Background: an optimization exercise with open tools, aiming at small area and a short achievable clock period. Do not read the settings as production practice.
Where RTL was checked, it was by simulation tests only, not by an equivalence proof against the original.
No functional check of the RTL was part of runs 1 and 2.
Power and IR drop assume default switching activity.

===== flow/config.mk =====
export PLATFORM = sky130hd
export DESIGN_NAME = jjn_dither_top
export DESIGN_NICKNAME = jjn_dither_top
export VERILOG_FILES = /design/flow/design.v
export SDC_FILE = /design/flow/constraint.sdc
export NUM_CORES = 4
export LEC_CHECK = 0
export ABC_AREA = 1
export CAP_MARGIN = 20
export CORE_MARGIN = 2
export CORE_UTILIZATION = 60
export CTS_BUF_LIST = sky130_fd_sc_hd__clkbuf_16
export CTS_CLUSTER_DIAMETER = 100
export CTS_CLUSTER_SIZE = 28
export SETUP_SLACK_MARGIN = 3.9
export SLEW_MARGIN = 20

===== flow/constraint.sdc =====
create_clock -name core_clock -period 6.5 [get_ports {clk}]
set_input_delay 1.3000 -clock core_clock [delete_from_list [all_inputs] [get_ports {clk}]]
set_output_delay 1.3000 -clock core_clock [all_outputs]
set_load 0.01 [all_outputs]

===== flow/design.v =====
package dither_pkg;
    localparam int PIX_W = 8;
    localparam int Q_W = 5;
    localparam int SH_W = 6;
    localparam int RGB_W = 24;
    localparam int LINE_TOTAL = 24;
    localparam int LATENCY = 2 * LINE_TOTAL + 3;
    localparam int PIX_STAGES = 11;
    localparam int QLAT = PIX_STAGES + 1;
    localparam int HIST_NEXT = LINE_TOTAL - 5;
    localparam int HIST_FAR  = 2 * LINE_TOTAL - 10;
    localparam int HIST_LEN  = HIST_FAR + 1;
    localparam int CNT_W   = 6;
    localparam int CNT_MAX = LATENCY;
endpackage
import dither_pkg::*;
module diffusion_row
#(
    parameter int K = 3
) (
    input  logic             clk,
    input  logic [PIX_W-1:0] value_in,
    input  logic [K-1:0]     share,
    output logic [PIX_W-1:0] value_out
);
    logic               neg;
    logic [K:0]         lo;
    logic               cy;
    logic [PIX_W-K-1:0] hi;
    logic [PIX_W-K-1:0] hi_new;
    logic               up;
    logic               dn;
    logic [PIX_W-K:0]   all1;
    logic [PIX_W-K:0]   all0;
    logic               ovf;
    logic               unf;
    assign neg = share[K-1];
    assign lo = {1'b0, value_in[K-1:0]} + {1'b0, share};
    assign cy = lo[K];
    assign hi = value_in[PIX_W-1:K];
    assign up = cy && !neg;
    assign dn = !cy && neg;
    always_comb begin
        all1[0] = 1'b1;
        all0[0] = 1'b1;
        for (int i = 0; i < PIX_W - K; i++) begin
            all1[i+1] = all1[i] && hi[i];
            all0[i+1] = all0[i] && !hi[i];
        end
        for (int i = 0; i < PIX_W - K; i++) begin
            hi_new[i] = hi[i] ^ ((up && all1[i]) || (dn && all0[i]));
        end
    end
    assign ovf = up && all1[PIX_W-K];
    assign unf = dn && all0[PIX_W-K];
    always_ff @(posedge clk) begin
        value_out <= unf ? '0 : (ovf ? '1 : {hi_new, lo[K-1:0]});
    end
endmodule
module line_fifo
#(
    parameter int WIDTH = 1,
    parameter int DEPTH = 1
) (
    input  logic             clk,
    input  logic [WIDTH-1:0] din,
    output logic [DEPTH-1:0][WIDTH-1:0] taps
);
    always_ff @(posedge clk) begin
        taps[0] <= din;
        for (int i = 1; i < DEPTH; i++) begin
            taps[i] <= taps[i-1];
        end
    end
endmodule
import dither_pkg::*;
module jjn_quantizer
(
    input  logic             clk,
    input  logic [PIX_W-1:0] value_in,
    input  logic             de_in,
    output logic [Q_W-1:0]   q_out,
    output logic             bd_out
);
    logic signed [5:0] w7;
    logic signed [9:0] u0;
    logic signed [9:0] u1;
    logic              unf;
    logic              ovf;
    logic              b;
    assign w7 = 6'($signed(q_out)) + 6'($signed(q_out) >>> 1) - 6'($signed(q_out) >>> 2);
    assign u0 = $signed({2'b00, value_in}) + w7;
    assign u1 = $signed({2'b00, value_in}) + w7 + 10'sd1;
    assign unf = u0[9];
    assign ovf = !u0[9] && u0[8];
    assign b   = !u0[9] && (u0[8] || u0[7]);
    always_ff @(posedge clk) begin
        if (!de_in || unf || ovf)
            q_out <= '0;
        else
            q_out <= b ? u1[7:3] : u0[7:3];
        bd_out <= b;
    end
endmodule
import dither_pkg::*;
module jjn_dither_top
(
    input  logic             clk,
    input  logic             rst,
    input  logic [RGB_W-1:0] rgb,
    input  logic             de,
    input  logic             hs,
    input  logic             vs,
    output logic [RGB_W-1:0] dout,
    output logic             de_out,
    output logic             hs_out,
    output logic             vs_out
);
    logic [CNT_W-1:0] cnt;
    always_ff @(posedge clk) begin
        if (rst)
            cnt <= '0;
        else if (cnt != CNT_W'(CNT_MAX))
            cnt <= cnt + 1'b1;
    end
    logic [LATENCY-1:0][1:0] sync_taps;
    logic [QLAT:0]           de_taps;
    line_fifo #(.WIDTH(2), .DEPTH(LATENCY)) sync_dly (
        .clk(clk), .din({hs, vs}), .taps(sync_taps)
    );
    line_fifo #(.WIDTH(1), .DEPTH(QLAT + 1)) de_dly (
        .clk(clk), .din(de), .taps(de_taps)
    );
    logic [PIX_STAGES:1][PIX_W-1:0] pix;
    logic [HIST_LEN-2:0][Q_W:0] hist_taps;
    logic [Q_W-1:0]   q_next;
    logic [Q_W-1:0]   q_near;
    logic             bd_near;
    function automatic logic [2:0] share_w1(input logic [Q_W-1:0] q);
        case (q[4:3])
            2'b00:   share_w1 = 3'sd0;
            2'b01:   share_w1 = 3'sd1;
            2'b10:   share_w1 = -3'sd3;
            default: share_w1 = -3'sd2;
        endcase
    endfunction
    function automatic logic [4:0] share_w5(input logic [Q_W-1:0] q);
        share_w5 = $signed(q) - ($signed(q) >>> 3);
    endfunction
    function automatic logic [5:0] share_w7(input logic [Q_W-1:0] q);
        share_w7 = 6'($signed(q)) + 6'($signed(q) >>> 1) - 6'($signed(q) >>> 2);
    endfunction
    logic [5:0] gr;
    logic [6:0] gg;
    logic [5:0] gb;
    logic [6:0] gs_q;
    logic [6:1] gc_q;
    assign gr = rgb[23:18];
    assign gg = rgb[15:9];
    assign gb = rgb[7:2];
    always_ff @(posedge clk) begin
        gs_q <= {gg[6], gr ^ gg[5:0] ^ gb};
        gc_q <= (gr & gg[5:0]) | (gr & gb) | (gg[5:0] & gb);
    end
    logic           keep_next;
    logic           keep_far;
    logic [3:0]     far_q41;
    logic [4:0]     far_w5;
    logic [4:0]     next_w5;
    logic [5:0]     next_w7;
    assign keep_next = !rst && (cnt >= CNT_W'(HIST_NEXT));
    assign keep_far  = !rst && (cnt >= CNT_W'(HIST_FAR));
    logic use_next;
    logic use_far;
    assign use_next = keep_next && !hist_taps[HIST_NEXT-2][Q_W];
    assign use_far  = keep_far && !hist_taps[HIST_FAR-2][Q_W];
    always_ff @(posedge clk) begin
        far_q41 <= keep_far ? hist_taps[HIST_FAR-2][Q_W-1:1] : '0;
        far_w5  <= use_far ? share_w5(hist_taps[HIST_FAR-2][Q_W-1:0]) : '0;
        next_w5 <= use_next ? share_w5(hist_taps[HIST_NEXT-2][Q_W-1:0]) : '0;
        next_w7 <= use_next ? share_w7(hist_taps[HIST_NEXT-2][Q_W-1:0]) : '0;
    end
    assign q_next = hist_taps[HIST_NEXT-1][Q_W-1:0];
    logic [2:0] far_w1;
    assign far_w1 = share_w1({far_q41, 1'b0});
    logic signed [9:0] far0_sum;
    assign far0_sum = $signed({3'b0, gs_q}) + $signed({3'b0, gc_q, 1'b0}) + $signed(far_w1);
    always_ff @(posedge clk) begin
        pix[1] <= far0_sum[9] ? '0 : far0_sum[PIX_W-1:0];
    end
    diffusion_row #(.K(4)) far1 (.clk(clk), .value_in(pix[1]), .share(far_q41), .value_out(pix[2]));
    diffusion_row #(.K(5)) far2 (.clk(clk), .value_in(pix[2]), .share(far_w5), .value_out(pix[3]));
    diffusion_row #(.K(4)) far3 (.clk(clk), .value_in(pix[3]), .share(far_q41), .value_out(pix[4]));
    diffusion_row #(.K(3)) far4 (.clk(clk), .value_in(pix[4]), .share(far_w1), .value_out(pix[5]));
    diffusion_row #(.K(4)) nxt0 (.clk(clk), .value_in(pix[5]), .share(q_next[4:1]), .value_out(pix[6]));
    diffusion_row #(.K(5)) nxt1 (.clk(clk), .value_in(pix[6]), .share(next_w5), .value_out(pix[7]));
    diffusion_row #(.K(6)) nxt2 (.clk(clk), .value_in(pix[7]), .share(next_w7), .value_out(pix[8]));
    diffusion_row #(.K(5)) nxt3 (.clk(clk), .value_in(pix[8]), .share(next_w5), .value_out(pix[9]));
    diffusion_row #(.K(4)) nxt4 (.clk(clk), .value_in(pix[9]), .share(q_next[4:1]), .value_out(pix[10]));
    diffusion_row #(.K(5)) cur0 (.clk(clk), .value_in(pix[10]), .share(share_w5(q_near)), .value_out(pix[11]));
    logic de_eff;
    assign de_eff = de_taps[PIX_STAGES] && (cnt >= CNT_W'(QLAT));
    jjn_quantizer quantizer_i (
        .clk(clk), .value_in(pix[PIX_STAGES]), .de_in(de_eff),
        .q_out(q_near), .bd_out(bd_near)
    );
    logic [Q_W:0] q_code;
    always_comb begin
        if (!de_taps[QLAT])
            q_code = {1'b1, Q_W'(0)};
        else if (q_near == '0 && bd_near)
            q_code = {1'b1, Q_W'(1)};
        else
            q_code = {1'b0, q_near};
    end
    always_ff @(posedge clk) begin
        hist_taps[0] <= q_code;
        for (int i = 1; i < HIST_LEN - 1; i++) begin
            hist_taps[i] <= hist_taps[i-1];
        end
        if (!keep_next) hist_taps[HIST_NEXT-1][Q_W-1:0] <= '0;
    end
    logic       out_ok;
    logic       bd_q;
    logic [2:0] sync_q;
    assign out_ok = !rst && (cnt == CNT_W'(CNT_MAX));
    logic [Q_W:0] out_code;
    logic         out_de;
    logic         out_bd;
    assign out_code = hist_taps[HIST_FAR-1];
    assign out_de   = !out_code[Q_W] || out_code[0];
    assign out_bd   = out_code[Q_W] ? out_code[0] : out_code[Q_W-1];
    always_ff @(posedge clk) begin
        bd_q   <= out_ok && out_bd;
        sync_q <= out_ok ? {out_de, sync_taps[LATENCY-1]} : 3'b000;
    end
    assign dout = {RGB_W{bd_q}};
    assign {de_out, hs_out, vs_out} = sync_q;
endmodule

===== flow/flow/run.sh =====
#!/bin/bash
# The standard layout (standard.sh) with these ORFS settings changed:
#   ADDER_MAP_FILE empty: no adder cells are extracted in synthesis, so ABC
#     maps all of the arithmetic itself (registers and names unchanged);
#   and the placement/CTS/repair settings listed on the make line below.
# Every tool's output goes to orfs_make.log here; ORFS keeps its per-step
# logs under orfs/logs.
set -euo pipefail
bash standard.sh ADDER_MAP_FILE= MATCH_CELL_FOOTPRINT=0 'BUFFER_PORTS_ARGS=-buffer_cell sky130_fd_sc_hd__buf_2' finish > orfs_make.log 2>&1

===== flow/standard.sh =====
#!/bin/bash
# synth_recipe.tcl (not shown) runs the flow's synth.tcl, then flattens the netlist and writes it again
# the make line also repeats each setting of config.mk as NAME=value (left out here)
make -C /OpenROAD-flow-scripts/flow DESIGN_CONFIG=/design/flow/config.mk WORK_HOME=/design/flow/orfs CLKGATE_MAP_FILE= SYNTH_SCRIPT=/design/flow/synth_recipe.tcl "${@:-finish}"

==> results of run 1 <==
==> sequential cells by signal, summed over array words and instances, names as in the netlist, 6 cells and up <==
register,count
hist_taps,225
sync_dly.taps,102
de_dly.taps,13
cur0.value_out,8
far1.value_out,8
far2.value_out,8
far3.value_out,8
far4.value_out,8
nxt0.value_out,8
nxt1.value_out,8
nxt2.value_out,8
nxt3.value_out,8
nxt4.value_out,8
pix,8
gs_q,7
cnt,6
gc_q,6
next_w7,6
==> timing repair <==
| action | in CTS | in global routing |
|---|---|---|
| pin swaps | 0 | 1 |
| endpoints found under the setup margin | 30 | 43 |
| gates resized for setup | 3 | 11 |
==> path summary, 6_finish.rpt <==
path,start,end,slack (ns),cells after the start
max,bd_q,dout[1],4.06,1
min,hist_taps[97],hist_taps[103],0.33,0
max reg2reg,quantizer_i.q_out[0],cur0.value_out[0],4.18,16
min reg2reg,hist_taps[97],hist_taps[103],0.33,0
==> layout make-up <==
type,count,area (sq um),area share (%)
Timing Repair Buffer,51,258,1.63
Multi-Input combinational cell,832,4260,27.0
Clock buffer,21,526,3.33
Clock inverter,3,42.5,0.269
Inverter,195,737,4.66
Sequential cell,477,9570,60.6
Tap cell,324,405,2.57
==> synthesized netlist by cell type, types with 3 or more instances <==
| master | n | share of area [%] |
|---|---|---|
| a21boi_1 | 3 | 0.15 |
| a21oi_1 | 83 | 2.8 |
| a31oi_1 | 7 | 0.30 |
| buf_4 | 27 | 1.4 |
| clkinv_1 | 4 | 0.10 |
| dfxtp_1 | 477 | 65 |
| inv_1 | 177 | 4.5 |
| inv_2 | 13 | 0.33 |
| maj3_1 | 10 | 0.68 |
| nand2_1 | 249 | 6.3 |
| nand2_2 | 16 | 0.68 |
| nand2_4 | 5 | 0.38 |
| nand3_1 | 49 | 1.7 |
| nand3_2 | 9 | 0.61 |
| nand4_1 | 7 | 0.30 |
| nor2_1 | 185 | 4.7 |
| nor2_2 | 4 | 0.17 |
| nor2_4 | 4 | 0.30 |
| nor3_1 | 23 | 0.78 |
| o21ai_0 | 56 | 1.9 |
| o21ai_1 | 6 | 0.20 |
| o31ai_1 | 3 | 0.15 |
| or2_2 | 4 | 0.17 |
| xnor2_1 | 33 | 2.0 |
| xor2_1 | 55 | 3.3 |
==> per-stage QoR <==
stage	util [%]	cells	setup slack, ns
floorplan	-	1535	4.32
global placement	62.7	1879	3.85
detailed placement	62.7	1879	3.81
CTS	65.1	1903	3.94
global route	65.2	1903	3.90
finish	65.2	1903	4.06
==> power breakdown <==
part / total (uW) / switching, uW / internal [uW]
combinational: 681 / 407 / 273
clock: 1430 / 832 / 596
sequential: 3360 / 153 / 3210
==> kinds of logic after synthesis <==
logic type | count (synthesis) | share of synthesized area (%)
simple gates | 562 | 16.5
flops | 477 | 64.7
buf+inv | 226 | 6.53
compound gates | 170 | 6.19
xor+xnor | 90 | 5.44
fa+ha+maj | 10 | 0.678
==> metal layers <==
layer  routed length [um]  up-vias  GRT usage [%]
li1                     -     4797              -
met1                10300     4051           22.1
met2                 9980       90           29.5
met3                  630       28           2.43
met4                  351        0           3.94
met5                    0        -              0
==> worst register-to-register path, delay by kind of cell, from the launching register on <==
kind            cells  cell delay (ns)
simple gates       11             1.27
xor+xnor            1             0.13
compound gates      1             0.07
flops               1             0.42
buf+inv             3             0.29
==> impl_results.md, run 1 <==
- Fin. Hold Viols: 0
- Max cap viols: 0
- Initial antenna violation count: 0
- Dpl hpwl: 15100 um
- Routed Antenna Nets: 0
- Setup TNS: 0 ns
- Unrepaired setup endpoints after global routing: true
- First-pass GRT wire length: 36300 um
- Critical path's slowest cell: dfxtp_4
- Syn-to-layout area delta: 6.99%
- Grt ovf: 0
- Clk_skew: 0.0355 ns
- CTS sink cnt: 477
- Fraction of layout cells with a size suffix above 1: 9.31%
- Hold crit path type: reg -> reg
- Top delay family on crit path: flip-flops
- Post-DP Area: 15200 sq um
- Arrival time at the worst endpoint: 1.14 ns
- Slew @ Worst Pin: 0.749 ns
- Wire per inst: 11.2 um
- Worst Setup End Kind: output pin
- Register bit total from synthesis: 477
- Root Buffer: clkbuf_16
- Iter 0 DRT Violations: 441
- Leak: 0.00724 uW
- Fin Hold WS: 0.327 ns
- Final instance area: 15800 sq um
- DR vias: 8966
- Crit path launch type: flip-flop
- EDFF count, synth: 0
- Critical path peak fanout: 24
- Asr flop ratio synth: 0%
- FMAX: 0.410 GHz
- Most frequent cells in the layout: dfxtp_1, nand2_1, nor2_1, inv_1, a21oi_1
- Mean Syn Cell Area: 9.62 sq um
- Crit-path cells: buf_2
- Post-Synthesis Cell Area: 14800 sq um
- Initial Util: 60.9%
- YS warnings: 8
- GP Congestion: 0.822
- Htree depth: 1
- Area of the core: 24200 sq um
- Tcrit/Tclk final: 37.5%
- Vias in the first global route: 8289
- Synthesized Nets: 1564
- PortBufs: 50
- Worst Path Required: 5.20 ns
- Fin nets: 1607
- Clock latency (worst-skew pair): 0.54 ns
- Clock Path Buffers: 3
- Final setup vio count: 0
- Gr usage total: 16.8%
- Normalized max-slew margin: 49.5%
- Peak supply drop: 0.306 mV
- DRC violations left: 0
- TritonCTS Buffers: 21
- Post-CTS setup buffer count: 0
- Pwr dens: 346 nW/um^2
- Outcome: finished clean
- Die area: 25900 sq um
- Post-DR vias/cell: 4.71
- Register area share after synthesis: 64.7%
- Die X: 161 um
- CTS clk-pin slew, worst paths: 0.11 ns
- Kind of critical path: reg -> out
- Slowest Stage Delay on Critical Path: 0.45 ns
- Fillers: 2026
- Hold Buf Count CTS: 0
- Final worst path period need: 2.44 ns
- Power Total: 5470 uW
- Commonest non-fill, non-tap cell in the layout: dfxtp_1
- Wirelength, routed: 21300 um
- Synth Flop Type: dfxtp_1
- Die span in y: 161 um
- Fin. max-slew vios: 0
- DRT Pass-1 Iters: 5
- ANT cells: 0
- Synth cell types: 46
- Largest net degree at the start of global routing: 29
- Cell Rows: 57
- Io pins: 56
- CTS tree: built
- CP bufs+invs: 1
- Syn Inst Count: 1535
==> inputs of run 2 (changes only) <==
--- a/flow/config.mk
+++ b/flow/config.mk
@@ -8,7 +8,7 @@
 export ABC_AREA = 1
 export CAP_MARGIN = 20
 export CORE_MARGIN = 2
-export CORE_UTILIZATION = 60
+export CORE_UTILIZATION = 65
 export CTS_BUF_LIST = sky130_fd_sc_hd__clkbuf_16
 export CTS_CLUSTER_DIAMETER = 100
 export CTS_CLUSTER_SIZE = 28
==> impl_results.md, run 2 <==
- Outcome: finished clean (unchanged)
- Die X: 155 um (was 161 um)
- Hold crit path type: reg -> reg (unchanged)
- Fin nets: 1607 (unchanged)
- Cell Rows: 55 (was 57)
- Io pins: 56 (unchanged)
- Syn Inst Count: 1535 (unchanged)
- Clock Path Buffers: 3 (unchanged)
- EDFF count, synth: 0 (unchanged)
- Post-CTS setup buffer count: 0 (unchanged)
- Critical path's slowest cell: dfxtp_2 (was dfxtp_4)
- Clk_skew: 0.0271 ns (was 0.0355 ns)
- YS warnings: 8 (unchanged)
- Worst Setup End Kind: output pin (unchanged)
- PortBufs: 50 (unchanged)
- Normalized max-slew margin: 59.0% (was 49.5%)
- Final setup vio count: 0 (unchanged)
- FMAX: 0.398 GHz (was 0.410 GHz)
- Post-route insts no fill: 1864 (was 1903)
- Hold Buf Count CTS: 0 (unchanged)
- Register area share after synthesis: 64.7% (unchanged)
- Syn-to-layout area delta: 6.68% (was 6.99%)
- Comb pwr share: 12.6% (was 12.4%)
- Asr flop ratio synth: 0% (unchanged)
- Net switching power: 1390 uW (about the same)
- Htree depth: 1 (unchanged)
- DRC violations left: 0 (unchanged)
- Top delay family on crit path: flip-flops (unchanged)
- ANT cells: 0 (unchanged)
- Gr usage total: 18.2% (was 16.8%)
- Fin. max-slew vios: 0 (unchanged)
- Seq pwr share: 61.5% (about the same)
- Count leader, synth: dfxtp_1 (unchanged)
- Iter 0 DRT Violations: 438 (was 441)
- Clk pwr share: 25.9% (was 26.1%)
- CTS clk-pin slew, worst paths: 0.11 ns (about the same)
- Root Buffer: clkbuf_16 (unchanged)
- Grt ovf: 0 (unchanged)
- Tcrit/Tclk final: 38.6% (was 37.5%)
- Area of the core: 22500 sq um (was 24200 sq um)
- Post-synthesis compound-gate area fraction: 6.19% (unchanged)
- Pwr dens: 347 nW/um^2 (was 346 nW/um^2)
- Peak supply drop: 0.287 mV (was 0.306 mV)
- Max cap viols: 0 (unchanged)
- Clock latency (worst-skew pair): 0.53 ns (was 0.54 ns)
- Dpl hpwl: 14900 um (was 15100 um)
- CP bufs+invs: 1 (unchanged)
- Mean Syn Cell Area: 9.62 sq um (unchanged)
- Leak: 0.00724 uW (about the same)
- CTS tree: built (unchanged)
- Register bit total from synthesis: 477 (unchanged)
- Synth Area in Simple Gates: 16.5% (unchanged)
- Inst Count DP: 1840 (was 1879)
- Fin. Hold Viols: 0 (unchanged)
- Worst Path Required: 5.20 ns (about the same)
- Vias in the first global route: 8279 (was 8289)
- Kind of critical path: reg -> out (unchanged)
- Arrival time at the worst endpoint: 1.21 ns (was 1.14 ns)
- Post-DR vias/cell: 4.81 (was 4.71)
- GP Congestion: 0.816 (was 0.822)
- Sw Share: 25.4% (was 25.5%)
- Mux cell area share after synthesis: 0% (unchanged)
- DR vias: 8964 (was 8966)
- Largest family of logic cells by synthesized area: simple AND/OR/NAND/NOR gates (unchanged)
- Fraction of layout cells with a size suffix above 1: 9.37% (was 9.31%)
- Area contributors post-synth: dfxtp_1, nand2_1, nor2_1, inv_1, xor2_1 (unchanged)
- Die span in y: 155 um (was 161 um)
- Crit-path cells: buf_2 (unchanged)
- Unrepaired setup endpoints after global routing: false (was true)
- Routed Antenna Nets: 0 (unchanged)
- Critical path peak fanout: 24 (unchanged)
- Most frequent cells in the layout: dfxtp_1, nand2_1, nor2_1, inv_1, a21oi_1 (unchanged)
- Crit path launch type: flip-flop (unchanged)
- Synthesized Nets: 1564 (unchanged)
- TritonCTS Buffers: 21 (unchanged)
- Max FFs per register: 225 (unchanged)
- Synth area leader: dfxtp_1 (unchanged)
- Wirelength, routed: 21300 um (about the same)
- Synth cell count leaders: dfxtp_1, nand2_1, nor2_1 (unchanged)
- Initial antenna violation count: 0 (unchanged)
- Xor/xnor share of the synthesized area: 5.44% (unchanged)
- CTS sink cnt: 477 (unchanged)
- Adder-Cell Fraction of Synth Area: 0.678% (unchanged)
- Die area: 23900 sq um (was 25900 sq um)
- DRT Pass-1 Iters: 4 (was 5)
- Regs by FF count: hist_taps x225, sync_dly.taps x102, de_dly.taps x13 (unchanged)
- Largest Register: hist_taps (unchanged)
- Largest net degree at the start of global routing: 29 (unchanged)
- Synth Flop Type: dfxtp_1 (unchanged)
- Slew @ Worst Pin: 0.609 ns (was 0.749 ns)
- Post-Synthesis Cell Area: 14800 sq um (unchanged)
- Slowest Stage Delay on Critical Path: 0.50 ns (was 0.45 ns)
- First-pass GRT wire length: 36300 um (about the same)
- Initial Util: 65.6% (was 60.9%)
- Synth cell types: 46 (unchanged)
- Setup TNS: 0 ns (unchanged)
- Commonest non-fill, non-tap cell in the layout: dfxtp_1 (unchanged)
- Top cell type's share of synthesized area: 64.7% (unchanged)
- Final worst path period need: 2.51 ns (was 2.44 ns)
- Internal power: 4080 uW (about the same)
- Wire per inst: 11.4 um (was 11.2 um)
[run 2: cell counts after synthesis]
Identical to the previous run, type by type.
[run 2: per-stage QoR]
stage	hold WS, ns	cell area, sq um	util (%)	power, uW	setup WS [ns]
floorplan	0.310	14800	-	3950	4.32
global placement	0.310	15200	67.4	4090	3.87
detailed placement	0.312	15200	67.4	4110	3.82
CTS	0.321	15700	69.9	5530	3.95
global route	0.320	15800	70.0	5760	3.90
finish	0.322	15800	70.0	5470	3.99
[run 2: worst paths after layout]
kind | endpoint | slack, ns | depth (start not counted) | start
worst max-delay path | dout[13] | 3.99 | 1 | bd_q
worst min-delay path | hist_taps[66] | 0.32 | 0 | hist_taps[60]
worst max register to register | quantizer_i.q_out[4] | 4.22 | 19 | quantizer_i.q_out[3]
worst min register to register | hist_taps[66] | 0.32 | 0 | hist_taps[60]
[run 2: kinds of logic after synthesis]
logic type | after synthesis
DFF | 477
buffers and inverters | 226
xor gates and xnor gates | 90
AOI/OAI and AO/OA | 170
and+or+nand+nor | 562
adders and majority gates | 10
[run 2: power groups by stage]
stage / registers, uW / logic [uW] / clock network (uW)
after global routing: 3400 / 794 / 1570
after global placement: 3420 / 667 / 0
after floorplan: 3380 / 571 / 0
final: 3360 / 688 / 1420
after CTS: 3370 / 689 / 1470
after detailed placement: 3430 / 681 / 0
[run 2: timing repair]
item,4_1_cts,5_1_grt
endpoints found under the setup margin,31,20
pin swaps,0,0
gates resized for setup,2,11
[run 2: final cells by class]
type	count	area [sq um]
fillers	1712	6750
inverters	195	737
flip-flops and latches	477	9570
clock inverters	3	42.5
multi-input cells	832	4270
well taps	285	357
repair buffers	51	258
clock buffers	21	526
[run 2: routing by layer]
| metal | global-route usage (%) | up-vias | share of wire [%] |
|---|---|---|---|
| met2 | 31.1 | 97 | 46 |
| met1 | 24.6 | 4022 | 49 |
| li1 | - | 4816 | - |
| met4 | 4.54 | 0 | 2.4 |
| met3 | 2.61 | 29 | 3.1 |
| met5 | 0 | - | 0 |
==> inputs of run 3 (changes only) <==
--- a/flow/design.v
+++ b/flow/design.v
@@ -175,12 +175,12 @@
     assign use_next = keep_next && !hist_taps[HIST_NEXT-2][Q_W];
     assign use_far  = keep_far && !hist_taps[HIST_FAR-2][Q_W];
     always_ff @(posedge clk) begin
-        far_q41 <= keep_far ? hist_taps[HIST_FAR-2][Q_W-1:1] : '0;
+        far_q41 <= use_far ? hist_taps[HIST_FAR-2][Q_W-1:1] : '0;
         far_w5  <= use_far ? share_w5(hist_taps[HIST_FAR-2][Q_W-1:0]) : '0;
         next_w5 <= use_next ? share_w5(hist_taps[HIST_NEXT-2][Q_W-1:0]) : '0;
         next_w7 <= use_next ? share_w7(hist_taps[HIST_NEXT-2][Q_W-1:0]) : '0;
     end
-    assign q_next = hist_taps[HIST_NEXT-1][Q_W-1:0];
+    assign q_next = hist_taps[HIST_NEXT-1][Q_W] ? '0 : hist_taps[HIST_NEXT-1][Q_W-1:0];
     logic [2:0] far_w1;
     assign far_w1 = share_w1({far_q41, 1'b0});
     logic signed [9:0] far0_sum;
--- a/flow/config.mk
+++ b/flow/config.mk
@@ -8,7 +8,7 @@
 export ABC_AREA = 1
 export CAP_MARGIN = 20
 export CORE_MARGIN = 2
-export CORE_UTILIZATION = 65
+export CORE_UTILIZATION = 60
 export CTS_BUF_LIST = sky130_fd_sc_hd__clkbuf_16
 export CTS_CLUSTER_DIAMETER = 100
 export CTS_CLUSTER_SIZE = 28
==> impl_results.md, run 3 <==
- Dpl hpwl: 15300 um (was 14900 um)
- Regs by FF count: hist_taps x225, sync_dly.taps x102, de_dly.taps x13 (unchanged)
- Max cap viols: 0 (unchanged)
- Final worst path period need: 2.42 ns (was 2.51 ns)
- Fin. Hold Viols: 0 (unchanged)
- CP startpoint: bd_q (unchanged)
- Fraction of layout cells with a size suffix above 1: 9.69% (was 9.37%)
- YS warnings: 8 (unchanged)
- Mean Syn Cell Area: 9.59 sq um (was 9.62 sq um)
- CTS sink cnt: 477 (unchanged)
- PortBufs: 50 (unchanged)
- Final instance area: 15800 sq um (about the same)
- Outcome: finished clean (unchanged)
- Die X: 161 um (was 155 um)
- Post-DR vias/cell: 4.70 (was 4.81)
- Instance count on the critical path: 1 (unchanged)
- Initial antenna violation count: 0 (unchanged)
- Leak: 0.00729 uW (was 0.00724 uW)
- Worst Path Required: 5.20 ns (about the same)
- Asr flop ratio synth: 0% (unchanged)
- EDFF count, synth: 0 (unchanged)
- Arrival time at the worst endpoint: 1.12 ns (was 1.21 ns)
- Wirelength, routed: 21600 um (was 21300 um)
- Synth Flop Type: dfxtp_1 (unchanged)
- ANT cells: 0 (unchanged)
- Post-Synthesis Cell Area: 14800 sq um (about the same)
- Area of the core: 24200 sq um (was 22500 sq um)
- Synth cell types: 53 (was 46)
- Wire per inst: 11.3 um (was 11.4 um)
- Setup TNS: 0 ns (unchanged)
- Tcrit/Tclk final: 37.3% (was 38.6%)
- Top delay family on crit path: flip-flops (unchanged)
- Crit-path cells: buf_2 (unchanged)
- Pwr dens: 343 nW/um^2 (was 347 nW/um^2)
- Initial Util: 61.1% (was 65.6%)
- Largest Register: hist_taps (unchanged)
- Root Buffer: clkbuf_16 (unchanged)
- DRT Pass-1 Iters: 5 (was 4)
- Syn-to-layout area delta: 6.96% (was 6.68%)
- First-pass GRT wire length: 37000 um (was 36300 um)
- Critical path's slowest cell: dfxtp_4 (was dfxtp_2)
- Register area share after synthesis: 64.5% (was 64.7%)
- Top cell type's share of synthesized area: 64.5% (was 64.7%)
- CTS tree: built (unchanged)
- Grt ovf: 0 (unchanged)
- Commonest non-fill, non-tap cell in the layout: dfxtp_1 (unchanged)
- Die span in y: 161 um (was 155 um)
- Hold crit path type: reg -> reg (unchanged)
- Syn Inst Count: 1544 (was 1535)
- Critical path peak fanout: 24 (unchanged)
- Final setup vio count: 0 (unchanged)
- Fin nets: 1616 (was 1607)
- Synthesized Nets: 1573 (was 1564)
- Kind of critical path: reg -> out (unchanged)
- Cell Rows: 57 (was 55)
- Unrepaired setup endpoints after global routing: false (unchanged)
- Peak supply drop: 0.332 mV (was 0.287 mV)
- Routed Antenna Nets: 0 (unchanged)
- Met2 Resource Use GR: 29.1% (was 31.1%)
- Clock Path Buffers: 3 (unchanged)
- Hold Path Stages: 0 (unchanged)
- Count leader, synth: dfxtp_1 (unchanged)
- FMAX: 0.413 GHz (was 0.398 GHz)
- Area contributors post-synth: dfxtp_1, nand2_1, nor2_1, inv_1, xor2_1 (unchanged)
- Synth cell count leaders: dfxtp_1, nand2_1, nor2_1 (unchanged)
- Worst R2R Start: quantizer_i.q_out[4] (was quantizer_i.q_out[3])
- Post-DP Area: 15200 sq um (about the same)
- Vias in the first global route: 8273 (was 8279)
- Reg2Reg Depth: 16 (was 19)
- Htree depth: 1 (unchanged)
- Gr usage total: 17.1% (was 18.2%)
- GP Congestion: 0.814 (was 0.816)
- Iter 0 DRT Violations: 401 (was 438)
- Io pins: 56 (unchanged)
- Slew @ Worst Pin: 0.512 ns (was 0.609 ns)
- Most frequent cells in the layout: dfxtp_1, nand2_1, nor2_1, inv_1, a21oi_1 (unchanged)
- DRC violations left: 0 (unchanged)
- DR vias: 8989 (was 8964)
- Slowest Stage Delay on Critical Path: 0.44 ns (was 0.50 ns)
- Largest net degree at the start of global routing: 29 (unchanged)
- CTS clk-pin slew, worst paths: 0.09 ns (was 0.11 ns)
- Register bit total from synthesis: 477 (unchanged)
- Crit path launch type: flip-flop (unchanged)
- Synth area leader: dfxtp_1 (unchanged)
- TritonCTS Buffers: 21 (unchanged)
- Max FFs per register: 225 (unchanged)
- Met1 global-route usage: 23.1% (was 24.6%)
- Met3 Use GR: 2.18% (was 2.61%)
- Busiest grt layer: met2 (unchanged)
- Post-CTS setup buffer count: 0 (unchanged)
- Clock latency (worst-skew pair): 0.54 ns (was 0.53 ns)
- Fin. max-slew vios: 0 (unchanged)
- Min-Delay Startpoint: de_dly.taps[4] (was hist_taps[60])
- Clk_skew: 0.0176 ns (was 0.0271 ns)
- Die area: 25900 sq um (was 23900 sq um)
- Normalized max-slew margin: 65.4% (was 59.0%)
- Worst Setup End Kind: output pin (unchanged)
- CP bufs+invs: 1 (unchanged)
-- run 3: cell types whose count changed in the layout (fill, tap and decap cells not counted), moves of 3 or more --
cell / delta
nor2_1: +11
inv_1: +10
nand2_1: -8
nand2_2: +8
o21ai_0: -8
a21oi_1: +7
xnor2_1: -6
inv_2: -4
nor3_1: -4
clkinv_1: -3
-- run 3: power by group --
group / internal [uW] / total [uW] / switching, uW
Sequential: 3200 / 3350 / 146
Combinational: 262 / 659 / 398
Clock: 598 / 1420 / 824
Total: 4060 / 5430 / 1370
-- run 3: area by class of cell --
class,count,area (sq um)
flip-flops and latches,477,9570
clock buffers,21,526
fillers,1981,8410
repair buffers,50,250
well taps,324,405
inverters,199,756
multi-input cells,838,4290
clock inverters,4,45.0
-- run 3: worst paths after layout --
path | end | slack [ns]
max | dout[15] | 4.08
max reg2reg | cur0.value_out[0] | 4.19
min reg2reg | de_dly.taps[5] | 0.32
min | de_dly.taps[5] | 0.32
-- run 3: kinds of logic after synthesis --
| logic type | synth area share (%) |
|---|---|
| AOI/OAI and AO/OA | 6.36 |
| and+or+nand+nor | 17.1 |
| adders and majority gates | 0.676 |
| xor gates and xnor gates | 4.78 |
| buffers and inverters | 6.58 |
| DFF | 64.5 |
-- run 3: through the flow --
step | hold slack [ns] | std cells | setup slack [ns] | utilization [%] | total power [uW]
2_1_floorplan | 0.310 | 1544 | 4.26 | - | 3920
3_3_place_gp | 0.309 | 1888 | 3.80 | 62.8 | 4050
3_5_place_dp | 0.312 | 1888 | 3.78 | 62.8 | 4070
4_1_cts | 0.321 | 1913 | 3.95 | 65.2 | 5490
5_1_grt | 0.316 | 1913 | 3.91 | 65.3 | 5730
6_report | 0.318 | 1913 | 4.08 | 65.3 | 5430
-- run 3: metal layers --
metal	share of wire [%]	wire length, um	up-vias
li1	-	-	4834
met4	1.8	391	0
met2	46	9880	100
met1	49	10600	4026
met5	0	0	-
met3	3.2	688	29
-- run 3: repair_timing --
action / CTS / global route
gates resized for setup: 3 / 11
endpoints found under the setup margin: 36 / 34
hold buffers: 0 / 0
endpoints found under the hold margin: 0 / 0
==> inputs of run 4 (changes only) <==
--- a/flow/config.mk
+++ b/flow/config.mk
@@ -12,5 +12,6 @@
 export CTS_BUF_LIST = sky130_fd_sc_hd__clkbuf_16
 export CTS_CLUSTER_DIAMETER = 100
 export CTS_CLUSTER_SIZE = 28
+export PLACE_DENSITY = 0.5
 export SETUP_SLACK_MARGIN = 3.9
 export SLEW_MARGIN = 20
==> impl_results.md, run 4 <==
- Outcome: finished clean (unchanged)
- Crit path launch type: flip-flop (unchanged)
- Iter 0 DRT Violations: 401 (unchanged)
- Setup TNS: 0 ns (unchanged)
- Fin Hold WS: 0.318 ns (unchanged)
- DRT Pass-1 Iters: 5 (unchanged)
- Max FFs per register: 225 (unchanged)
- PortBufs: 50 (unchanged)
- Final critical-path setup slack: 4.08 ns (unchanged)
- Worst R2R Start: quantizer_i.q_out[4] (unchanged)
- Fin. Hold Viols: 0 (unchanged)
- Clock Path Buffers: 3 (unchanged)
- Fin nets: 1616 (unchanged)
- Kind of critical path: reg -> out (unchanged)
- Synth cell count leaders: dfxtp_1, nand2_1, nor2_1 (unchanged)
- Mean Syn Cell Area: 9.59 sq um (unchanged)
- Largest net degree at the start of global routing: 29 (unchanged)
- Post-CTS setup buffer count: 0 (unchanged)
- Io pins: 56 (unchanged)
- Net switching power: 1370 uW (unchanged)
- Clk pwr share: 26.2% (about the same)
- Top cell type's share of synthesized area: 64.5% (unchanged)
- Worst Setup End Kind: output pin (unchanged)
- Gr usage total: 17.1% (unchanged)
- Syn-to-layout area delta: 6.96% (unchanged)
- Slowest Stage Delay on Critical Path: 0.44 ns (about the same)
- Largest Register: hist_taps (unchanged)
- Slew @ Worst Pin: 0.512 ns (unchanged)
- Setup WS pre-CTS: 3.78 ns (unchanged)
- Initial Util: 61.1% (unchanged)
- CTS tree: built (unchanged)
- Sw Share: 25.2% (unchanged)
- Htree depth: 1 (unchanged)
- TritonCTS Buffers: 21 (unchanged)
- Internal power: 4060 uW (unchanged)
- Unrepaired setup endpoints after global routing: false (unchanged)
- Commonest non-fill, non-tap cell in the layout: dfxtp_1 (unchanged)
- CP bufs+invs: 1 (unchanged)
- Asr flop ratio synth: 0% (unchanged)
- Fraction of layout cells with a size suffix above 1: 9.69% (unchanged)
- Register bit total from synthesis: 477 (unchanged)
- Fin. max-slew vios: 0 (unchanged)
- Max cap viols: 0 (unchanged)
- Worst Path Required: 5.20 ns (about the same)
- Die X: 161 um (unchanged)
- Synthesized Nets: 1573 (unchanged)
- Hold Buf Count CTS: 0 (unchanged)
- DR vias: 8989 (unchanged)
- Dpl hpwl: 15300 um (unchanged)
- Hold crit path type: reg -> reg (unchanged)
- Vias in the first global route: 8273 (unchanged)
- Most frequent cells in the layout: dfxtp_1, nand2_1, nor2_1, inv_1, a21oi_1 (unchanged)
- Clock latency (worst-skew pair): 0.54 ns (about the same)
- Crit-path cells: buf_2 (unchanged)
- Syn Inst Count: 1544 (unchanged)
- Top delay family on crit path: flip-flops (unchanged)
- Power Total: 5430 uW (unchanged)
- Initial antenna violation count: 0 (unchanged)
- First-pass GRT wire length: 37000 um (unchanged)
- Synth area leader: dfxtp_1 (unchanged)
- DRC violations left: 0 (unchanged)
- Seq pwr share: 61.7% (about the same)
- Regs by FF count: hist_taps x225, sync_dly.taps x102, de_dly.taps x13 (unchanged)
- Area of the core: 24200 sq um (unchanged)
- Cell Rows: 57 (unchanged)
- Area contributors post-synth: dfxtp_1, nand2_1, nor2_1, inv_1, xor2_1 (unchanged)
- YS warnings: 8 (unchanged)
- Grt ovf: 0 (unchanged)
- Routed Antenna Nets: 0 (unchanged)
- Post-DR vias/cell: 4.70 (unchanged)
- Synth Flop Type: dfxtp_1 (unchanged)
- Die span in y: 161 um (unchanged)
- Count leader, synth: dfxtp_1 (unchanged)
- GP Congestion: 0.814 (unchanged)
- Final setup vio count: 0 (unchanged)
- Synth cell types: 53 (unchanged)
- Root Buffer: clkbuf_16 (unchanged)
- CP startpoint: bd_q (unchanged)
- CTS sink cnt: 477 (unchanged)
- CTS clk-pin slew, worst paths: 0.09 ns (about the same)
- Die area: 25900 sq um (unchanged)
- Post-Synthesis Cell Area: 14800 sq um (unchanged)
- EDFF count, synth: 0 (unchanged)
- FMAX: 0.413 GHz (unchanged)
- Normalized max-slew margin: 65.4% (unchanged)
- Critical path's slowest cell: dfxtp_4 (unchanged)
- Pwr dens: 343 nW/um^2 (unchanged)
- Leak: 0.00729 uW (unchanged)
- Comb pwr share: 12.1% (about the same)
- Clk_skew: 0.0176 ns (unchanged)
- Register area share after synthesis: 64.5% (unchanged)
- Wirelength, routed: 21600 um (unchanged)
- Final worst path period need: 2.42 ns (unchanged)
- Tcrit/Tclk final: 37.3% (unchanged)
- ANT cells: 0 (unchanged)
- Wire per inst: 11.3 um (unchanged)
- Arrival time at the worst endpoint: 1.12 ns (about the same)
- Critical path peak fanout: 24 (unchanged)
- Min-Delay Startpoint: de_dly.taps[4] (unchanged)
- Peak supply drop: 0.332 mV (unchanged)
run 4: cell counts in the layout (fill, tap and decap cells not counted):
No cell type changed its count.
run 4: cell type report:
type	instances	area, sq um
Sequential cell	477	9570
Fill cell	1981	8410
Multi-Input combinational cell	838	4290
Inverter	199	756
Clock buffer	21	526
Tap cell	324	405
Timing Repair Buffer	50	250
Clock inverter	4	45.0
run 4: final timing paths:
check | end | slack [ns] | cells past startpoint
setup / recovery | dout[15] | 4.08 | 1
hold reg to reg | de_dly.taps[5] | 0.32 | 0
hold / removal | de_dly.taps[5] | 0.32 | 0
setup reg to reg | cur0.value_out[0] | 4.19 | 16
run 4: cell families after synthesis:
| family | synth area share (%) |
|---|---|
| XOR/XNOR | 4.78 |
| AND/OR/NAND/NOR | 17.1 |
| buffers and inverters | 6.58 |
| AO/OA/AOI/OAI | 6.36 |
| adder cells (fa/ha/maj) | 0.676 |
| flip-flops | 64.5 |
run 4: routing by layer:
layer / share of wire [%] / track usage, %
met1: 49 / 23.1
met2: 46 / 29.1
met3: 3.2 / 2.18
met4: 1.8 / 4.46
met5: 0 / 0
run 4: stage by stage:
stage	utilization (%)	area [sq um]	std cells
2_1_floorplan	-	14800	1544
6_report	65.3	15800	1913
4_1_cts	65.2	15800	1913
5_1_grt	65.3	15800	1913
3_3_place_gp	62.8	15200	1888
3_5_place_dp	62.8	15200	1888
run 4: power groups by stage:
stage                     clock network, uW  logic [uW]  registers, uW
final                                  1420         659           3350
after global routing                   1590         757           3380
after CTS                              1480         661           3350
after detailed placement                  0         655           3410
after global placement                    0         644           3410
after floorplan                           0         548           3370
run 4: repair_timing:
action,CTS,global route
setup endpoints to repair,36,34
cloned,0,0
resized for setup,3,11
==> inputs of run 5 (changes only) <==
--- a/flow/config.mk
+++ b/flow/config.mk
@@ -12,6 +12,6 @@
 export CTS_BUF_LIST = sky130_fd_sc_hd__clkbuf_16
 export CTS_CLUSTER_DIAMETER = 100
 export CTS_CLUSTER_SIZE = 28
-export PLACE_DENSITY = 0.5
+export PLACE_DENSITY = 0.75
 export SETUP_SLACK_MARGIN = 3.9
 export SLEW_MARGIN = 20
==> impl_results.md, run 5 <==
- Most frequent cells in the layout: dfxtp_1, nand2_1, nor2_1, inv_1, a21oi_1 (unchanged)
- Vias in the first global route: 8522 (was 8273)
- Crit path launch type: flip-flop (unchanged)
- Register area share after synthesis: 64.5% (unchanged)
- Syn Inst Count: 1544 (unchanged)
- Hold Path Stages: 0 (unchanged)
- Kind of critical path: reg -> out (unchanged)
- Max FFs per register: 225 (unchanged)
- Fin. Hold Viols: 0 (unchanged)
- TritonCTS Buffers: 21 (unchanged)
- Normalized max-slew margin: 64.2% (was 65.4%)
- Tcrit/Tclk final: 38.6% (was 37.3%)
- Finished Core Util: 65.6% (was 65.3%)
- Die span in y: 161 um (unchanged)
- Grt ovf: 0 (unchanged)
- Max cap viols: 0 (unchanged)
- Mean Syn Cell Area: 9.59 sq um (unchanged)
- Seq pwr share: 61.5% (was 61.7%)
- Fillers: 1905 (was 1981)
- CTS sink cnt: 477 (unchanged)
- Hold crit path type: reg -> reg (unchanged)
- DRT Pass-1 Iters: 5 (unchanged)
- Leak: 0.00732 uW (was 0.00729 uW)
- Pwr dens: 343 nW/um^2 (about the same)
- Arrival time at the worst endpoint: 1.21 ns (was 1.12 ns)
- Post-DR vias/cell: 4.78 (was 4.70)
- Post-Synthesis Cell Area: 14800 sq um (unchanged)
- Peak supply drop: 0.270 mV (was 0.332 mV)
- Worst Path Required: 5.20 ns (about the same)
- Die area: 25900 sq um (unchanged)
- Area contributors post-synth: dfxtp_1, nand2_1, nor2_1, inv_1, xor2_1 (unchanged)
- Slowest Stage Delay on Critical Path: 0.49 ns (was 0.44 ns)
- Comb pwr share: 12.2% (was 12.1%)
- Initial antenna violation count: 0 (unchanged)
- Die X: 161 um (unchanged)
- Clk pwr share: 26.2% (about the same)
- Wire per inst: 11.7 um (was 11.3 um)
- Commonest non-fill, non-tap cell in the layout: dfxtp_1 (unchanged)
- Clock Path Buffers: 3 (unchanged)
- DR vias: 9173 (was 8989)
- Clk_skew: 0.0203 ns (was 0.0176 ns)
- GP Congestion: 0.848 (was 0.814)
- Slew @ Worst Pin: 0.530 ns (was 0.512 ns)
- EDFF count, synth: 0 (unchanged)
- Reg2Reg Depth: 15 (was 16)
- Wirelength, routed: 22500 um (was 21600 um)
- Synth area leader: dfxtp_1 (unchanged)
- Internal power: 4060 uW (about the same)
- Largest net degree at the start of global routing: 29 (unchanged)
- Root Buffer: clkbuf_16 (unchanged)
- Routed Antenna Nets: 0 (unchanged)
- Outcome: finished clean (unchanged)
- CTS tree: built (unchanged)
- Crit-path cells: buf_2 (unchanged)
- Worst R2R Start: quantizer_i.q_out[4] (unchanged)
- Top cell type's share of synthesized area: 64.5% (unchanged)
- Unrepaired setup endpoints after global routing: true (was false)
- Dpl hpwl: 15900 um (was 15300 um)
- Gr usage total: 17.4% (was 17.1%)
- Sw Share: 25.4% (was 25.2%)
- Htree depth: 1 (unchanged)
- Fraction of layout cells with a size suffix above 1: 10.1% (was 9.69%)
- Register bit total from synthesis: 477 (unchanged)
- Final worst path period need: 2.51 ns (was 2.42 ns)
- Top delay family on crit path: flip-flops (unchanged)
- PortBufs: 50 (unchanged)
- Synthesized Nets: 1573 (unchanged)
- First-pass GRT wire length: 37600 um (was 37000 um)
- Hold path endpoint: hist_taps[14] (was de_dly.taps[5])
- ANT cells: 0 (unchanged)
- Synth cell count leaders: dfxtp_1, nand2_1, nor2_1 (unchanged)
- Regs by FF count: hist_taps x225, sync_dly.taps x102, de_dly.taps x13 (unchanged)
- Largest Register: hist_taps (unchanged)
- Setup TNS: 0 ns (unchanged)
- Count leader, synth: dfxtp_1 (unchanged)
- Cell Rows: 57 (unchanged)
- Synth cell types: 53 (unchanged)
- Asr flop ratio synth: 0% (unchanged)
- Critical path's slowest cell: dfxtp_2 (was dfxtp_4)
- FMAX: 0.398 GHz (was 0.413 GHz)
- CTS clk-pin slew, worst paths: 0.10 ns (was 0.09 ns)
- Area of the core: 24200 sq um (unchanged)
- R2R Path End: cur0.value_out[1] (was cur0.value_out[0])
- Min-Delay Startpoint: hist_taps[8] (was de_dly.taps[4])
- Syn-to-layout area delta: 7.38% (was 6.96%)
- Initial Util: 61.1% (unchanged)
- Final setup vio count: 0 (unchanged)
- Iter 0 DRT Violations: 406 (was 401)
- Net switching power: 1380 uW (was 1370 uW)
- Clock latency (worst-skew pair): 0.53 ns (was 0.54 ns)
- Reg2Reg Setup Slack: 4.11 ns (was 4.19 ns)
- DRC violations left: 0 (unchanged)
- Fin. max-slew vios: 0 (unchanged)
- CP bufs+invs: 1 (unchanged)
- Synth Flop Type: dfxtp_1 (unchanged)
- Worst Setup End Kind: output pin (unchanged)
- Io pins: 56 (unchanged)
- Fin nets: 1623 (was 1616)
- YS warnings: 8 (unchanged)
- Critical path peak fanout: 24 (unchanged)
## run 5: cell types whose count changed in the layout (fill, tap and decap cells not counted), sizes merged
cell,delta
buf,+7
clkinv,-1
## run 5: cell type report
type	instances	area [sq um]	share of cell area (%)
Sequential cell	477	9570	60.2
Multi-Input combinational cell	838	4310	27.1
Inverter	199	758	4.77
Clock buffer	21	526	3.31
Tap cell	324	405	2.55
Timing Repair Buffer	57	300	1.89
Clock inverter	3	37.5	0.236
## run 5: logic make-up after synthesis
family / Yosys count / share of synthesized area (%)
compound gates: 172 / 6.36
xor+xnor: 80 / 4.78
fa+ha+maj: 10 / 0.676
buf+inv: 229 / 6.58
flops: 477 / 64.5
simple gates: 576 / 17.1
## run 5: power groups by stage
stage	clock (uW)	sequential [uW]	combinational [uW]
6_report	1430	3350	666
5_1_grt	1570	3380	763
4_1_cts	1470	3360	664
3_5_place_dp	0	3420	654
3_3_place_gp	0	3410	637
2_1_floorplan	0	3370	548
## run 5: worst max-delay path by stage
stage                               startpoint  cells after the start                    to  slack [ns]
final                                     bd_q                      1              dout[21]        3.99
after floorplan                            rst                      4            next_w5[4]        4.26
after detailed placement                   rst                      5            next_w5[4]        3.73
after CTS                                 bd_q                      1               dout[4]        3.95
after global routing      quantizer_i.q_out[3]                     20  quantizer_i.q_out[2]        3.88
after global placement                     rst                      5            next_w5[4]        3.77
## run 5: what timing repair did
action | 4_1_cts | 5_1_grt
resized for setup | 3 | 13
setup endpoints to repair | 36 | 32
buffers inserted | 0 | 7
hold buffers | 0 | 0
## run 5: per-stage QoR
| step | instances | setup slack [ns] | area [sq um] | hold WS [ns] | power [uW] |
|---|---|---|---|---|---|
| after CTS | 1912 | 3.95 | 15800 | 0.320 | 5490 |
| after floorplan | 1544 | 4.26 | 14800 | 0.310 | 3920 |
| final | 1919 | 3.99 | 15900 | 0.322 | 5450 |
| after detailed placement | 1888 | 3.73 | 15200 | 0.312 | 4070 |
| after global placement | 1888 | 3.77 | 15200 | 0.310 | 4040 |
| after global routing | 1919 | 3.88 | 15900 | 0.319 | 5720 |
## run 5: metal layers
layer	vias to the layer above	wire length, um	track usage, %
met2	124	10700	31.0
met5	-	0	0
met4	0	445	4.55
met1	4176	10600	22.4
met3	29	826	2.16
li1	4844	-	-
==> inputs of run 6 (changes only) <==
--- a/flow/config.mk
+++ b/flow/config.mk
@@ -11,7 +11,6 @@
 export CORE_UTILIZATION = 60
 export CTS_BUF_LIST = sky130_fd_sc_hd__clkbuf_16
 export CTS_CLUSTER_DIAMETER = 100
-export CTS_CLUSTER_SIZE = 28
-export PLACE_DENSITY = 0.75
+export CTS_CLUSTER_SIZE = 34
 export SETUP_SLACK_MARGIN = 3.9
 export SLEW_MARGIN = 20
==> impl_results.md, run 6 <==
- Initial Util: 61.1% (unchanged)
- Synth cell types: 53 (unchanged)
- Largest net degree at the start of global routing: 35 (was 29)
- Tcrit/Tclk final: 37.5% (was 38.6%)
- Post-Synthesis Cell Area: 14800 sq um (unchanged)
- Cell Rows: 57 (unchanged)
- Die span in y: 161 um (unchanged)
- Normalized max-slew margin: 65.4% (was 64.2%)
- Register Area: 9570 sq um (about the same)
- Synth cell count leaders: dfxtp_1, nand2_1, nor2_1 (unchanged)
- Kind of critical path: reg -> out (unchanged)
- Max FFs per register: 225 (unchanged)
- Iter 0 DRT Violations: 382 (was 406)
- Die area: 25900 sq um (unchanged)
- Io pins: 56 (unchanged)
- Finished Core Util: 65.1% (was 65.6%)
- Largest Register: hist_taps (unchanged)
- Commonest non-fill, non-tap cell in the layout: dfxtp_1 (unchanged)
- Final instance area: 15800 sq um (was 15900 sq um)
- Wire per inst: 11.2 um (was 11.7 um)
- Area contributors post-synth: dfxtp_1, nand2_1, nor2_1, inv_1, xor2_1 (unchanged)
- FMAX: 0.410 GHz (was 0.398 GHz)
- CP bufs+invs: 1 (unchanged)
- PortBufs: 50 (unchanged)
- Final setup vio count: 0 (unchanged)
- Most frequent cells in the layout: dfxtp_1, nand2_1, nor2_1, inv_1, a21oi_1 (unchanged)
- Fin nets: 1613 (was 1623)
- Slowest Stage Delay on Critical Path: 0.45 ns (was 0.49 ns)
- CTS tree: built (unchanged)
- Fin. max-slew vios: 0 (unchanged)
- Final worst path period need: 2.44 ns (was 2.51 ns)
- Peak supply drop: 0.321 mV (was 0.270 mV)
- Clk_skew: 0.0180 ns (was 0.0203 ns)
- Clock Path Buffers: 3 (unchanged)
- Crit-path cells: buf_2 (unchanged)
- Unrepaired setup endpoints after global routing: false (was true)
- Slew @ Worst Pin: 0.512 ns (was 0.530 ns)
- Top cell type's share of synthesized area: 64.5% (unchanged)
- Synth Flop Type: dfxtp_1 (unchanged)
- First-pass GRT wire length: 36600 um (was 37600 um)
- Setup TNS: 0 ns (unchanged)
- Register bit total from synthesis: 477 (unchanged)
- Hold Buf Count CTS: 0 (unchanged)
- Arrival time at the worst endpoint: 1.14 ns (was 1.21 ns)
- Syn-to-layout area delta: 6.57% (was 7.38%)
- Clock latency (worst-skew pair): 0.54 ns (was 0.53 ns)
- Fin. Hold Viols: 0 (unchanged)
- Leak: 0.00726 uW (was 0.00732 uW)
- Fillers: 1978 (was 1905)
- Htree depth: 1 (unchanged)
- Synth area leader: dfxtp_1 (unchanged)
- Mean Syn Cell Area: 9.59 sq um (unchanged)
- Syn Inst Count: 1544 (unchanged)
- Top delay family on crit path: flip-flops (unchanged)
- DRT Pass-1 Iters: 6 (was 5)
- Inst Count DP: 1888 (unchanged)
- Outcome: finished clean (unchanged)
- Area of the core: 24200 sq um (unchanged)
- Grt ovf: 0 (unchanged)
- Asr flop ratio synth: 0% (unchanged)
- Routed Antenna Nets: 0 (unchanged)
- Resized cells post-CTS: 3 (unchanged)
- Worst Path Required: 5.20 ns (about the same)
- Hold crit path type: reg -> reg (unchanged)
- Crit path launch type: flip-flop (unchanged)
- CTS sink cnt: 477 (unchanged)
- Post-DR vias/cell: 4.68 (was 4.78)
- Post-DP Area: 15200 sq um (unchanged)
- Critical path's slowest cell: dfxtp_4 (was dfxtp_2)
- Worst Setup End Kind: output pin (unchanged)
- ANT cells: 0 (unchanged)
- Regs by FF count: hist_taps x225, sync_dly.taps x102, de_dly.taps x13 (unchanged)
- Pwr dens: 341 nW/um^2 (was 343 nW/um^2)
- Post-CTS setup buffer count: 0 (unchanged)
- Post-route insts no fill: 1910 (was 1919)
- YS warnings: 8 (unchanged)
- EDFF count, synth: 0 (unchanged)
- DR vias: 8948 (was 9173)
- CTS clk-pin slew, worst paths: 0.12 ns (was 0.10 ns)
- Die X: 161 um (unchanged)
- Gr usage total: 16.8% (was 17.4%)
- Area of the multi-input gates: 4290 sq um (was 4310 sq um)
- Root Buffer: clkbuf_16 (unchanged)
- Wirelength, routed: 21400 um (was 22500 um)
- GP Congestion: 0.814 (was 0.848)
- Count leader, synth: dfxtp_1 (unchanged)
- Max cap viols: 0 (unchanged)
- TritonCTS Buffers: 18 (was 21)
- Register area share after synthesis: 64.5% (unchanged)
- Fraction of layout cells with a size suffix above 1: 9.58% (was 10.1%)
- Initial antenna violation count: 0 (unchanged)
- Synthesized Nets: 1573 (unchanged)
- Critical path peak fanout: 24 (unchanged)
- DRC violations left: 0 (unchanged)
- Dpl hpwl: 15300 um (was 15900 um)
- Vias in the first global route: 8163 (was 8522)
==> run 6: changes by cell type in the layout (fill, tap and decap cells not counted), sizes merged <==
cell	previous run	this run
clkbuf	21	19
buf	57	50
==> run 6: through the flow <==
step                total power (uW)  hold slack (ns)  setup slack, ns
floorplan                       3920            0.310             4.26
global placement                4050            0.309             3.80
detailed placement              4070            0.312             3.78
CTS                             5430            0.333             3.95
global route                    5650            0.330             3.91
finish                          5370            0.323             4.06
==> run 6: final cells by class <==
cell class / count / share of cell area (%)
clock inverter: 3 / 0.238
multi-input combinational: 838 / 27.2
tap: 324 / 2.57
clock buffer: 19 / 3.01
inverter: 199 / 4.79
sequential: 477 / 60.6
timing repair buffer: 50 / 1.59
==> run 6: worst paths after layout <==
path                                         from                 end  slack [ns]  cells past startpoint
worst max-delay path                         bd_q            dout[15]        4.06                      1
worst min-delay path            sync_dly.taps[99]  sync_dly.taps[101]        0.32                      0
worst max register to register     hist_taps[113]   nxt4.value_out[1]        4.18                     14
worst min register to register  sync_dly.taps[99]  sync_dly.taps[101]        0.32                      0
==> run 6: per-layer routing <==
metal	part of all wire [%]	GRT usage, %	wire (um)	vias up
met5	0	0	0	-
met4	2.6	4.71	565	0
met3	3.0	2.16	638	34
met2	44	28.1	9520	108
met1	50	23.2	10700	3987
li1	-	-	-	4819
==> run 6: kinds of logic (layout without fill, tap and decap cells) <==
group / after synthesis / after routing / synth area share, %
xor+xnor: 80 / 80 / 4.78
compound gates: 172 / 172 / 6.36
fa+ha+maj: 10 / 10 / 0.676
simple gates: 576 / 576 / 17.1
buf+inv: 229 / 271 / 6.58
flops: 477 / 477 / 64.5
==> run 6: where the power goes <==
| group | internal (uW) | total, uW | switching, uW |
|---|---|---|---|
| registers | 3200 | 3350 | 144 |
| logic | 262 | 659 | 397 |
| clock network | 545 | 1370 | 824 |
| total | 4010 | 5370 | 1360 |
==> inputs of run 7 (changes only) <==
--- a/flow/config.mk
+++ b/flow/config.mk
@@ -11,6 +11,6 @@
 export CORE_UTILIZATION = 60
 export CTS_BUF_LIST = sky130_fd_sc_hd__clkbuf_16
 export CTS_CLUSTER_DIAMETER = 100
-export CTS_CLUSTER_SIZE = 34
+export CTS_CLUSTER_SIZE = 24
 export SETUP_SLACK_MARGIN = 3.9
 export SLEW_MARGIN = 20
==> impl_results.md, run 7 <==
- Synthesized Nets: 1573 (unchanged)
- Critical path peak fanout: 24 (unchanged)
- Worst Path Required: 5.20 ns (about the same)
- Most frequent cells in the layout: dfxtp_1, nand2_1, nor2_1, inv_1, a21oi_1 (unchanged)
- Post-route insts no fill: 1913 (was 1910)
- Wirelength, routed: 21700 um (was 21400 um)
- GP Congestion: 0.814 (unchanged)
- Vias in the first global route: 8229 (was 8163)
- Reg2Reg Setup Slack: 4.18 ns (about the same)
- Pwr dens: 346 nW/um^2 (was 341 nW/um^2)
- Fin nets: 1618 (was 1613)
- Asr flop ratio synth: 0% (unchanged)
- Regs by FF count: hist_taps x225, sync_dly.taps x102, de_dly.taps x13 (unchanged)
- Worst Setup End Kind: output pin (unchanged)
- DRC violations left: 0 (unchanged)
- Syn Inst Count: 1544 (unchanged)
- R2R Path End: cur0.value_out[0] (was nxt4.value_out[1])
- Arrival time at the worst endpoint: 1.14 ns (about the same)
- Hold Buf Count CTS: 0 (unchanged)
- Area of the core: 24200 sq um (unchanged)
- Mean Syn Cell Area: 9.59 sq um (unchanged)
- Post-Synthesis Cell Area: 14800 sq um (unchanged)
- Initial Util: 61.1% (unchanged)
- Gr usage total: 17.1% (was 16.8%)
- EDFF count, synth: 0 (unchanged)
- Synth Flop Type: dfxtp_1 (unchanged)
- Kind of critical path: reg -> out (unchanged)
- Root Buffer: clkbuf_16 (unchanged)
- Reg2Reg Depth: 16 (was 14)
- Final worst path period need: 2.44 ns (about the same)
- Max cap viols: 0 (unchanged)
- CP bufs+invs: 1 (unchanged)
- Post-DR vias/cell: 4.67 (was 4.68)
- CTS clk-pin slew, worst paths: 0.09 ns (was 0.12 ns)
- YS warnings: 8 (unchanged)
- Grt ovf: 0 (unchanged)
- Peak supply drop: 0.342 mV (was 0.321 mV)
- Hold Path Stages: 0 (unchanged)
- Wire per inst: 11.3 um (was 11.2 um)
- Slew @ Worst Pin: 0.505 ns (was 0.512 ns)
- Syn-to-layout area delta: 7.15% (was 6.57%)
- Largest Register: hist_taps (unchanged)
- Synth area leader: dfxtp_1 (unchanged)
- Area contributors post-synth: dfxtp_1, nand2_1, nor2_1, inv_1, xor2_1 (unchanged)
- Normalized max-slew margin: 65.9% (was 65.4%)
- Fin. Hold Viols: 0 (unchanged)
- Clock Path Buffers: 3 (unchanged)
- CTS sink cnt: 477 (unchanged)
- FMAX: 0.410 GHz (about the same)
- Die area: 25900 sq um (unchanged)
- Cell Rows: 57 (unchanged)
- PortBufs: 50 (unchanged)
- Unrepaired setup endpoints after global routing: true (was false)
- Io pins: 56 (unchanged)
- Dpl hpwl: 15300 um (unchanged)
- Final critical-path setup slack: 4.06 ns (about the same)
- Clk_skew: 0.0122 ns (was 0.0180 ns)
- Fraction of layout cells with a size suffix above 1: 9.75% (was 9.58%)
- Count leader, synth: dfxtp_1 (unchanged)
- Worst R2R Start: quantizer_i.q_out[4] (was hist_taps[113])
- Min-Delay Startpoint: sync_dly.taps[99] (unchanged)
- Fillers: 1972 (was 1978)
- Inst Count DP: 1888 (unchanged)
- CTS tree: built (unchanged)
- Top cell type's share of synthesized area: 64.5% (unchanged)
- Outcome: finished clean (unchanged)
- Max FFs per register: 225 (unchanged)
- Tcrit/Tclk final: 37.5% (about the same)
- Die X: 161 um (unchanged)
- Htree depth: 1 (unchanged)
- Crit-path cells: buf_2 (unchanged)
- Initial antenna violation count: 0 (unchanged)
- ANT cells: 0 (unchanged)
- Setup WS pre-CTS: 3.78 ns (unchanged)
- Hold path endpoint: sync_dly.taps[101] (unchanged)
- Largest net degree at the start of global routing: 25 (was 35)
- Synth cell types: 53 (unchanged)
- Slowest Stage Delay on Critical Path: 0.44 ns (was 0.45 ns)
- Final setup vio count: 0 (unchanged)
- Fin Hold WS: 0.321 ns (was 0.323 ns)
- Register bit total from synthesis: 477 (unchanged)
- Critical path's slowest cell: dfxtp_4 (unchanged)
- Crit path launch type: flip-flop (unchanged)
- Top delay family on crit path: flip-flops (unchanged)
- Fin. max-slew vios: 0 (unchanged)
- Finished Core Util: 65.4% (was 65.1%)
- Setup TNS: 0 ns (unchanged)
- Leak: 0.00730 uW (was 0.00726 uW)
- TritonCTS Buffers: 23 (was 18)
- First-pass GRT wire length: 37000 um (was 36600 um)
- DRT Pass-1 Iters: 5 (was 6)
- Die span in y: 161 um (unchanged)
- Hold crit path type: reg -> reg (unchanged)
- Routed Antenna Nets: 0 (unchanged)
- Iter 0 DRT Violations: 397 (was 382)
- Register area share after synthesis: 64.5% (unchanged)
- Clock latency (worst-skew pair): 0.54 ns (about the same)
- DR vias: 8925 (was 8948)
- Synth cell count leaders: dfxtp_1, nand2_1, nor2_1 (unchanged)
- Commonest non-fill, non-tap cell in the layout: dfxtp_1 (unchanged)
==> run 7: area by class of cell <==
cell class | count | area, sq um | area share, %
clock inverter | 2 | 25.0 | 0.158
tap | 324 | 405 | 2.56
multi-input combinational | 838 | 4290 | 27.0
timing repair buffer | 50 | 250 | 1.58
sequential | 477 | 9570 | 60.3
inverter | 199 | 756 | 4.76
clock buffer | 23 | 576 | 3.63
==> run 7: stage by stage <==
step                power [uW]  cell area (sq um)
floorplan                 3920              14800
global placement          4050              15200
detailed placement        4070              15200
CTS                       5550              15800
global route              5770              15900
finish                    5480              15900
==> run 7: worst max path at each step <==
stage	startpoint	endpoint	cells after the start	slack, ns
2_1_floorplan	rst	next_w5[4]	4	4.26
3_3_place_gp	rst	next_w5[4]	5	3.80
3_5_place_dp	rst	next_w5[4]	5	3.78
4_1_cts	bd_q	dout[17]	1	3.93
5_1_grt	quantizer_i.q_out[4]	cur0.value_out[0]	18	3.90
6_report	bd_q	dout[15]	1	4.06
==> run 7: layer usage <==
layer	vias to the layer above	share of wire, %	track usage, %
met5	-	0	0
met1	3962	50	23.3
met4	0	2.0	4.26
li1	4837	-	-
met3	31	3.0	2.41
met2	95	45	28.9
==> run 7: kinds of logic after synthesis <==
family	count (synthesis)	share of synthesized area (%)
DFF	477	64.5
adders and majority gates	10	0.676
buffers and inverters	229	6.58
and+or+nand+nor	576	17.1
xor gates and xnor gates	80	4.78
AOI/OAI and AO/OA	172	6.36
==> run 7: power breakdown <==
part	switching [uW]	total [uW]	internal, uW
combinational	396	658	262
clock	836	1480	642
sequential	145	3350	3200
==> run 7: what timing repair did <==
item	in CTS	in global routing
setup endpoints to repair	36	51
buffers inserted	0	0
gates resized for setup	3	10

[separate check: timing with driven ports]
Ports are ideal in the flow. The routed layouts listed here were re-timed in OpenROAD. Step 1, drivers: a clkbuf_16 drives clk and a buf_2 each remaining input, both assumed. Step 2 adds t to the input delays and takes it off the output delays; t is the mean of the earliest and latest rising clock arrival at the registers after step 1. Input paths then give back, and output paths get back, about the clock's delay inside the block. Three values: ideal, step 1, step 2; two values: the first two.
| run | t, ns | setup WS [ns] | worst setup path after step 2 | cell pins on the clock port's net |
|---|---|---|---|---|
| run 1 | 0.573 | 4.060 / 4.011 / 3.897 | input to register | 1 |
| run 2 | 0.565 | 3.989 / 3.942 / 3.923 | input to register | 1 |
| run 3 | 0.572 | 4.076 / 4.029 / 3.762 | input to register | 1 |
| run 4 | 0.572 | 4.076 / 4.029 / 3.762 | input to register | 1 |
| run 5 | 0.569 | 3.989 / 3.942 / 3.703 | input to register | 1 |
| run 6 | 0.575 | 4.064 / 4.016 / 3.775 | input to register | 1 |
| run 7 | 0.584 | 4.060 / 4.014 / 3.763 | input to register | 1 |
After both steps setup and hold are still met in every run listed.
